Source: an optimization exercise on an open RTL-to-GDS flow (aim: small area and few clock cycles per item). Production flows keep margins and buffers that such runs may drop.
No functional check of the RTL was part of this run.

$ cat flow/config.mk
export PLATFORM = sky130hd
export DESIGN_NAME = waterfall_level_to_rgb_core
export DESIGN_NICKNAME = waterfall_level_to_rgb_core
export VERILOG_FILES = /design/flow/design.v
export SDC_FILE = /design/flow/constraint.sdc
export NUM_CORES = 4
export LEC_CHECK = 0
export CAP_MARGIN = 20
export CORE_MARGIN = 2
export CORE_UTILIZATION = 40
export SLEW_MARGIN = 20
$ cat flow/run.sh
#!/bin/bash
# synth_recipe.tcl (not shown) runs the flow's synth.tcl, then flattens the netlist and writes it again
# the make line also repeats each setting of config.mk as NAME=value (left out here)
make -C /OpenROAD-flow-scripts/flow DESIGN_CONFIG=/design/flow/config.mk WORK_HOME=/design/flow/orfs CLKGATE_MAP_FILE= SYNTH_SCRIPT=/design/flow/synth_recipe.tcl finish
$ cat flow/design.v
`default_nettype none
package wfc_pkg;
  localparam int LVL_W  = 16;
  localparam int FRAC_W = 16;
  localparam int QUO_W  = FRAC_W + 1;
  localparam int COL_W  = 8;
  localparam int APB_DW = 32;
  localparam int APB_AW = 3;
endpackage
`default_nettype wire
`default_nettype none
module wfc_apb_regs (
  input  wire logic                             clk,
  input  wire logic                             rst_n,
  input  wire logic                             psel,
  input  wire logic                             penable,
  input  wire logic                             pwrite,
  input  wire logic [wfc_pkg::APB_AW-1:0]       paddr,
  input  wire logic [wfc_pkg::APB_DW-1:0]       pwdata,
  output logic      [wfc_pkg::APB_DW-1:0]       prdata,
  output logic                                  pready,
  output logic signed [wfc_pkg::LVL_W-1:0]      low_level,
  output logic signed [wfc_pkg::LVL_W-1:0]      high_level
);
  logic signed [15:0] low_r;
  logic signed [15:0] high_r;
  logic               wr_en;
  assign pready = 1'b1;
  assign wr_en  = psel & penable & pwrite;
  always_ff @(posedge clk) begin
    if (!rst_n) begin
      low_r  <= 16'sd480;
      high_r <= 16'sd1440;
    end else if (wr_en) begin
      if (paddr[2]) high_r <= pwdata[15:0];
      else          low_r  <= pwdata[15:0];
    end
  end
  logic [15:0] rd;
  assign rd     = paddr[2] ? high_r : low_r;
  assign prdata = {{16{rd[15]}}, rd};
  assign low_level  = low_r;
  assign high_level = high_r;
endmodule
`default_nettype wire
`default_nettype none
module wfc_divider #(
  parameter logic [16:0] REG_AFTER = 17'b1_0100_1001_0010_0101
) (
  input  wire logic                             clk,
  input  wire logic                             rst_n,
  input  wire logic                             en,
  input  wire logic                             in_valid,
  input  wire logic signed [wfc_pkg::LVL_W-1:0] level,
  input  wire logic signed [wfc_pkg::LVL_W-1:0] low_level,
  input  wire logic signed [wfc_pkg::LVL_W-1:0] high_level,
  output logic                                  out_valid,
  output logic [wfc_pkg::QUO_W-1:0]             out_quo,
  output logic                                  out_dz
);
  logic [16:0] rng;
  logic [15:0] d_r;
  assign rng = {high_level[15], high_level} - {low_level[15], low_level};
  always_ff @(posedge clk) d_r <= rng[15:0];
  assign out_dz = (d_r == 16'd0);
  logic [16:0] off;
  logic        neg, rneg, dz0, eq, gt, yellow, black;
  assign off    = {level[15], level} - {low_level[15], low_level};
  assign neg    = off[16];
  assign rneg   = rng[16];
  assign dz0    = (rng[15:0] == 16'd0);
  assign eq     = (off[15:0] == rng[15:0]);
  assign gt     = (off[15:0] >  rng[15:0]);
  assign yellow = ~neg & (rneg | gt);
  assign black  = neg | (~yellow & dz0);
  logic [15:0] rem_c [0:16];
  logic [16:0] quo_c [0:16];
  logic        vld_c [0:16];
  logic [15:0] rem_i [0:16];
  logic [16:0] quo_i [0:16];
  logic        vld_i [0:16];
  assign rem_c[0] = yellow ? 16'd1 : (black | eq) ? 16'd0 : off[15:0];
  assign quo_c[0] = {16'd0, yellow | (~black & eq)};
  assign vld_c[0] = in_valid;
  for (genvar r = 0; r <= 16; r++) begin : g_row
    if (r > 0) begin : g_step
      localparam bit ENTRY = ((REG_AFTER & ((17'd1 << r) - 17'd1)) == 17'd0);
      logic [15:0] dv;
      logic [16:0] t;
      logic [16:0] diff;
      logic        qb;
      assign dv   = ENTRY ? rng[15:0] : d_r;
      assign t    = {rem_i[r-1], 1'b0};
      assign diff = t - {1'b0, dv};
      assign qb   = ~diff[16];
      assign rem_c[r] = qb ? diff[15:0] : t[15:0];
      assign quo_c[r] = {quo_i[r-1][15:0], qb};
      assign vld_c[r] = vld_i[r-1];
    end
    if (REG_AFTER[r]) begin : g_reg
      logic [15:0] rem_q;
      logic [16:0] quo_q;
      logic        vld_q;
      always_ff @(posedge clk) begin
        if (!rst_n)  vld_q <= 1'b0;
        else if (en) vld_q <= vld_c[r];
      end
      always_ff @(posedge clk) begin
        if (en) begin
          quo_q <= quo_c[r];
          if (r < 16) rem_q <= rem_c[r];
        end
      end
      assign rem_i[r] = rem_q;
      assign quo_i[r] = quo_q;
      assign vld_i[r] = vld_q;
    end else begin : g_comb
      assign rem_i[r] = rem_c[r];
      assign quo_i[r] = quo_c[r];
      assign vld_i[r] = vld_c[r];
    end
  end
  assign out_valid = vld_i[16];
  assign out_quo   = quo_i[16];
endmodule
`default_nettype wire
`default_nettype none
module wfc_colormap (
  input  wire logic [wfc_pkg::QUO_W-1:0] quo,
  input  wire logic                      dz,
  output logic [wfc_pkg::COL_W-1:0]      red,
  output logic [wfc_pkg::COL_W-1:0]      green,
  output logic [wfc_pkg::COL_W-1:0]      blue
);
  function automatic logic [7:0] up(input logic [16:0] x);
    logic [24:0] p;
    p  = {x, 8'd0} - {8'd0, x};
    up = p[23:16];
  endfunction
  logic [19:0] p9;
  logic [3:0]  ip;
  logic [16:0] x;
  logic [16:0] xd;
  logic [18:0] m;
  logic [26:0] pw;
  logic [24:0] pg;
  logic [7:0]  u, dn, wr, wg;
  logic        yel, blk;
  assign p9 = {3'b000, quo} + {quo, 3'b000};
  assign ip = p9[19:16];
  always_comb begin
    case (ip)
      4'd0, 4'd1: x = {1'b0, ip[0], p9[15:1]};
      4'd5:       x = {2'b00, p9[15:1]};
      4'd6:       x = {2'b01, p9[15:1]};
      4'd8, 4'd9: x = {ip[0], p9[15:0]};
      default:    x = {1'b0, p9[15:0]};
    endcase
  end
  assign xd = 17'd65536 - x;
  assign u  = up(x);
  assign dn = up(xd);
  assign m  = 19'd262144 - {2'b00, x};
  assign pw = {m, 8'd0} - {8'd0, m};
  assign wr = pw[25:18];
  assign pg = {x, 8'd0} - {8'd0, x};
  assign wg = pg[24:17];
  assign yel = quo[16] & (quo[15:0] != 16'd0);
  assign blk = dz & ~quo[16];
  always_comb begin
    if (yel) begin
      {red, green, blue} = {8'hFF, 8'hFF, 8'h00};
    end else if (blk) begin
      {red, green, blue} = 24'h000000;
    end else begin
      case (ip)
        4'd0, 4'd1: {red, green, blue} = {8'h00, 8'h00, u};
        4'd2:       {red, green, blue} = {8'h00, u, 8'hFF};
        4'd3:       {red, green, blue} = {8'h00, 8'hFF, dn};
        4'd4:       {red, green, blue} = {u, 8'hFF, 8'h00};
        4'd5, 4'd6: {red, green, blue} = {8'hFF, dn, 8'h00};
        4'd7:       {red, green, blue} = {8'hFF, 8'h00, u};
        default:    {red, green, blue} = {wr, wg, 8'hFF};
      endcase
    end
  end
endmodule
`default_nettype wire
`default_nettype none
module waterfall_level_to_rgb_core (
  input  wire logic                        clk,
  input  wire logic                        rst_n,
  input  wire logic                        in_valid,
  output logic                             in_ready,
  input  wire logic [wfc_pkg::LVL_W-1:0]   in_level,
  output logic                             out_valid,
  input  wire logic                        out_ready,
  output logic      [wfc_pkg::COL_W-1:0]   out_red,
  output logic      [wfc_pkg::COL_W-1:0]   out_green,
  output logic      [wfc_pkg::COL_W-1:0]   out_blue,
  input  wire logic                        psel,
  input  wire logic                        penable,
  input  wire logic                        pwrite,
  input  wire logic [wfc_pkg::APB_AW-1:0]  paddr,
  input  wire logic [wfc_pkg::APB_DW-1:0]  pwdata,
  output logic      [wfc_pkg::APB_DW-1:0]  prdata,
  output logic                             pready
);
  logic signed [wfc_pkg::LVL_W-1:0] low_level;
  logic signed [wfc_pkg::LVL_W-1:0] high_level;
  logic                             pipe_en;
  logic [wfc_pkg::QUO_W-1:0]        quo;
  logic                             dz;
  wfc_apb_regs u_regs (
    .clk        (clk),
    .rst_n      (rst_n),
    .psel       (psel),
    .penable    (penable),
    .pwrite     (pwrite),
    .paddr      (paddr),
    .pwdata     (pwdata),
    .prdata     (prdata),
    .pready     (pready),
    .low_level  (low_level),
    .high_level (high_level)
  );
  wfc_divider u_div (
    .clk        (clk),
    .rst_n      (rst_n),
    .en         (pipe_en),
    .in_valid   (in_valid),
    .level      (in_level),
    .low_level  (low_level),
    .high_level (high_level),
    .out_valid  (out_valid),
    .out_quo    (quo),
    .out_dz     (dz)
  );
  wfc_colormap u_cmap (
    .quo   (quo),
    .dz    (dz),
    .red   (out_red),
    .green (out_green),
    .blue  (out_blue)
  );
  assign pipe_en  = out_ready | ~out_valid;
  assign in_ready = pipe_en;
endmodule
`default_nettype wire
$ cat flow/constraint.sdc
create_clock -name core_clock -period 5.0 [get_ports {clk}]
set_input_delay 1.0000 -clock core_clock [delete_from_list [all_inputs] [get_ports {clk}]]
set_output_delay 1.0000 -clock core_clock [all_outputs]
set_load 0.01 [all_outputs]
==> run summary <==
- Status: complete, but fails checks
- Fail Reasons: negative setup slack
- Ant. Diodes: 0
- Syn. warnings: 9
- Main synth FF type: edfxtp_1
- Port Buf Inserts: 97
- Layout net count: 4,664
- Vert. Die Dim: 253 µm
- Worst EP required: 5.34 ns
- Worst Path Arrival: 9.57 ns
- Worst path slowest cell: or3_4
- Final setup TNS: -393.77 ns
- Antenna violations before repair: 1
- DRT iter0 DRCs: 1,210
- Final Worst Setup Slack: -4.23 ns
- Startpoint types: flop
- Ys async rst share: 0%
- Vias in the first global route: 27,700
- Period Utilization, post-route: 185%
- Longest Clk Path Bufs: 3
- Post-Place Worst Slack: -4.32 ns
- Rows: 91
- Antenna-violating nets left: 0
- Hold Fails Final Rpt: 0
- Hold buffer count at cts: 0
- Wire per inst: 17.7 µm
- GRT Total Usage: 26.6%
- Post-Syn Instances: 3,023
- Sequential element share of the synthesized area: 23.7%
- Htree depth: 1
- Area of the core: 0.0615 mm²
- Max Clk Rate: 108 MHz
- CP peak stage delay: 0.39 ns
- Yosys cell types: 99
- Sink Count: 214
- Routed vias: 27,400
- Dpl hpwl: 65.7 mm
- Share of layout cells above drive strength 1: 42.4%
- RSZ-0062 raised after global routing: true
- FILL cells: 5,052
- Critical Path Most Common Cell: buf_4
- Drt via density: 5.38
- Relative slew slack: 39.7%
- Flop and latch count out of synthesis: 214
- Finish-stage setup viols: 129
- Least-Margin Pin Slew: 0.904 ns
- Die Area: 0.0640 mm²
- Register Area: 0.00588 mm²
- Worst path bufs/invs: 20
- Kind of cell adding the most delay to the critical path: compound AO/OA/AOI/OAI gates
- Placed Area: 0.0341 mm²
- Mapped Nets: 3,407
- Clock transition at the registers of the reported paths: 0.06 ns
- Crit. End Element: flop
- Critical path class: flop to flop
- Hold slack: 0.416 ns
- Number of synthesized flops with an enable pin: 159
- Remaining global-route overflow: 0
- Initial cell density of the core: 40.3%
- Die X: 253 µm
- Final instance area: 0.0397 mm²
- Fin Clk Skew: 0.0260 ns
- Hold Path Class: flop to flop
- Initial DRT Pass Iterations: 5
- Drt total wl: 90.2 mm
- Multi-input logic area: 0.0204 mm²
- Min cycle time layout: 9.23 ns
- Pins Over Slew Limit: 0
- CTS tree: built
- Post-Syn Area: 0.0248 mm²
- RePlAce Congestion: 0.909
- Worst-Skew Late Latency: 0.59 ns
- Final Util: 64.5%
- Global-route wire length before repair: 139 mm
- Largest net degree at the start of global routing: 126
- Syn_area_per_cell: 8.20 µm²
- CTS root buffer: clkbuf_16
- MaxCap Viol Count: 0
- Num CTS Buffers: 27
- Ports: 117
- Worst Path Max Fanout: 6
- Residual DRC: 0
- Layout area overhead: 60.0%
kinds of logic (layout without fill, tap and decap cells):
family,count (synthesis),after routing,synth area share [%]
and+or+nand+nor,954,954,18.1
AOI/OAI and AO/OA,867,867,22.5
adders and majority gates,330,330,16.9
buffers and inverters,298,1576,4.87
xor gates and xnor gates,232,232,8.26
DFF,214,214,23.7
muxes,127,127,5.67
other,1,1,0.0151
routing by layer:
layer  track usage [%]  vias to the layer above  share of wire, %
met5                 0                        -             0.014
met4              11.6                        2               4.5
met1              31.6                    13100                41
li1                  -                    13400                 -
met3              2.91                      236               3.8
met2              48.3                      627                50
cell usage in the layout, fill, tap and decap left out, types with 23 or more instances in the layout:
cell type / n
mux2_2: 57
inv_1: 188
buf_6: 76
buf_4: 1123
dfxtp_1: 52
o21ai_2: 59
clkbuf_16: 28
buf_12: 23
nand3_1: 53
edfxtp_1: 159
nand2_1: 280
a21o_1: 72
xor2_1: 54
mux2_4: 49
nor2b_1: 61
o21ai_1: 44
o21ai_0: 148
a21oi_1: 132
a21boi_0: 44
a21oi_2: 46
nand2b_1: 53
ha_1: 287
xnor2_1: 142
nor3_1: 64
buf_2: 23
clkdlybuf4s50_1: 68
ha_4: 27
o21a_1: 56
nor2_1: 230
cell usage after synthesis (all sizes together) (18+ instances only):
cell / count / area, µm²
a21boi: 79 / 593
xnor2: 169 / 1500
inv: 202 / 758
mux2i: 20 / 200
and3: 18 / 118
nor2b: 74 / 463
clkbuf: 62 / 233
o21a: 56 / 420
o211ai: 20 / 164
buf: 34 / 215
edfxtp: 159 / 4770
nor2: 261 / 990
a21o: 73 / 548
nand4: 21 / 131
a21oi: 196 / 996
nand2: 305 / 1140
o21bai: 26 / 195
dfxtp: 55 / 1100
nand3: 56 / 280
or3: 18 / 113
nor3: 76 / 385
o31ai: 38 / 285
and2: 20 / 125
xor2: 63 / 552
o21ai: 256 / 1290
mux2: 107 / 1200
nand2b: 57 / 357
ha: 317 / 3970
area by class of cell:
class / instances / area share, %
timing repair buffer: 1324 / 27.1
clock inverter: 19 / 0.530
sequential: 214 / 14.8
tap: 790 / 2.49
multi-input combinational: 2511 / 51.3
inverter: 202 / 1.97
clock buffer: 31 / 1.74
sequential cells by signal (all words and copies together), names as in the netlist:
register	count
u_div.g_row.g_reg.quo_q	63
u_div.g_row.g_reg.vld_q	7
u_div.g_row.g_reg.rem_q	96
u_regs.low_r	16
u_regs.high_r	16
u_div.d_r	16
final timing paths:
path | slack, ns | cells after the start | end | startpoint
setup reg to reg | -4.23 | 54 | u_div.g_row[11].g_reg.rem_q[2]$_DFFE_PP_ | u_div.d_r[2]$_DFF_P_
hold reg to reg | 0.42 | 0 | u_div.g_row[16].g_reg.quo_q[13]$_DFFE_PP_ | u_div.g_row[14].g_reg.quo_q[11]$_DFFE_PP_
setup / recovery | -4.23 | 54 | u_div.g_row[11].g_reg.rem_q[2]$_DFFE_PP_ | u_div.d_r[2]$_DFF_P_
hold / removal | 0.42 | 0 | u_div.g_row[16].g_reg.quo_q[13]$_DFFE_PP_ | u_div.g_row[14].g_reg.quo_q[11]$_DFFE_PP_
through the flow:
step / instances
after floorplan: 3023
after global placement: 4735
after detailed placement: 4736
after CTS: 5003
after global routing: 5091
final: 5091
worst register-to-register path, delay by kind of cell, from the launching register on:
family,cells,cell delay [ns]
buffers and inverters,20,2.56
muxes,1,0.31
and+or+nand+nor,6,0.90
xor gates and xnor gates,3,0.52
AOI/OAI and AO/OA,21,3.53
DFF,1,0.35
adders and majority gates,3,0.81
timing repair:
| action | CTS | global route |
|---|---|---|
| pin swaps | 165 | 260 |
| setup buffers | 216 | 104 |
| setup endpoints to repair | 131 | 131 |
| resized for setup | 381 | 334 |
| gates cloned | 6 | 2 |

## re-timing with driven ports
No port has a modelled driver above. Below, the same layout with a new extraction and two added sets of constraints.
Step 1 assumes that a clkbuf_16 drives the clock port and a buf_2 every other input.
Step 2 also shifts input and output timing later by t, the mid clock arrival at the registers, as if the neighbouring blocks saw the same clock.
Three values: ideal, step 1, step 2; two values: the first two.
t, ns: 0.638
slack for setup (ns): -4.227 / -4.227 / -4.227
latest minus earliest clock arrival (ns): 0.031 / 0.030
slew at the worst register clock pin (ns): 0.07 / 0.07
The setup slack of this run moves by 0.000 ns with the drivers and by 0.000 ns with both steps.
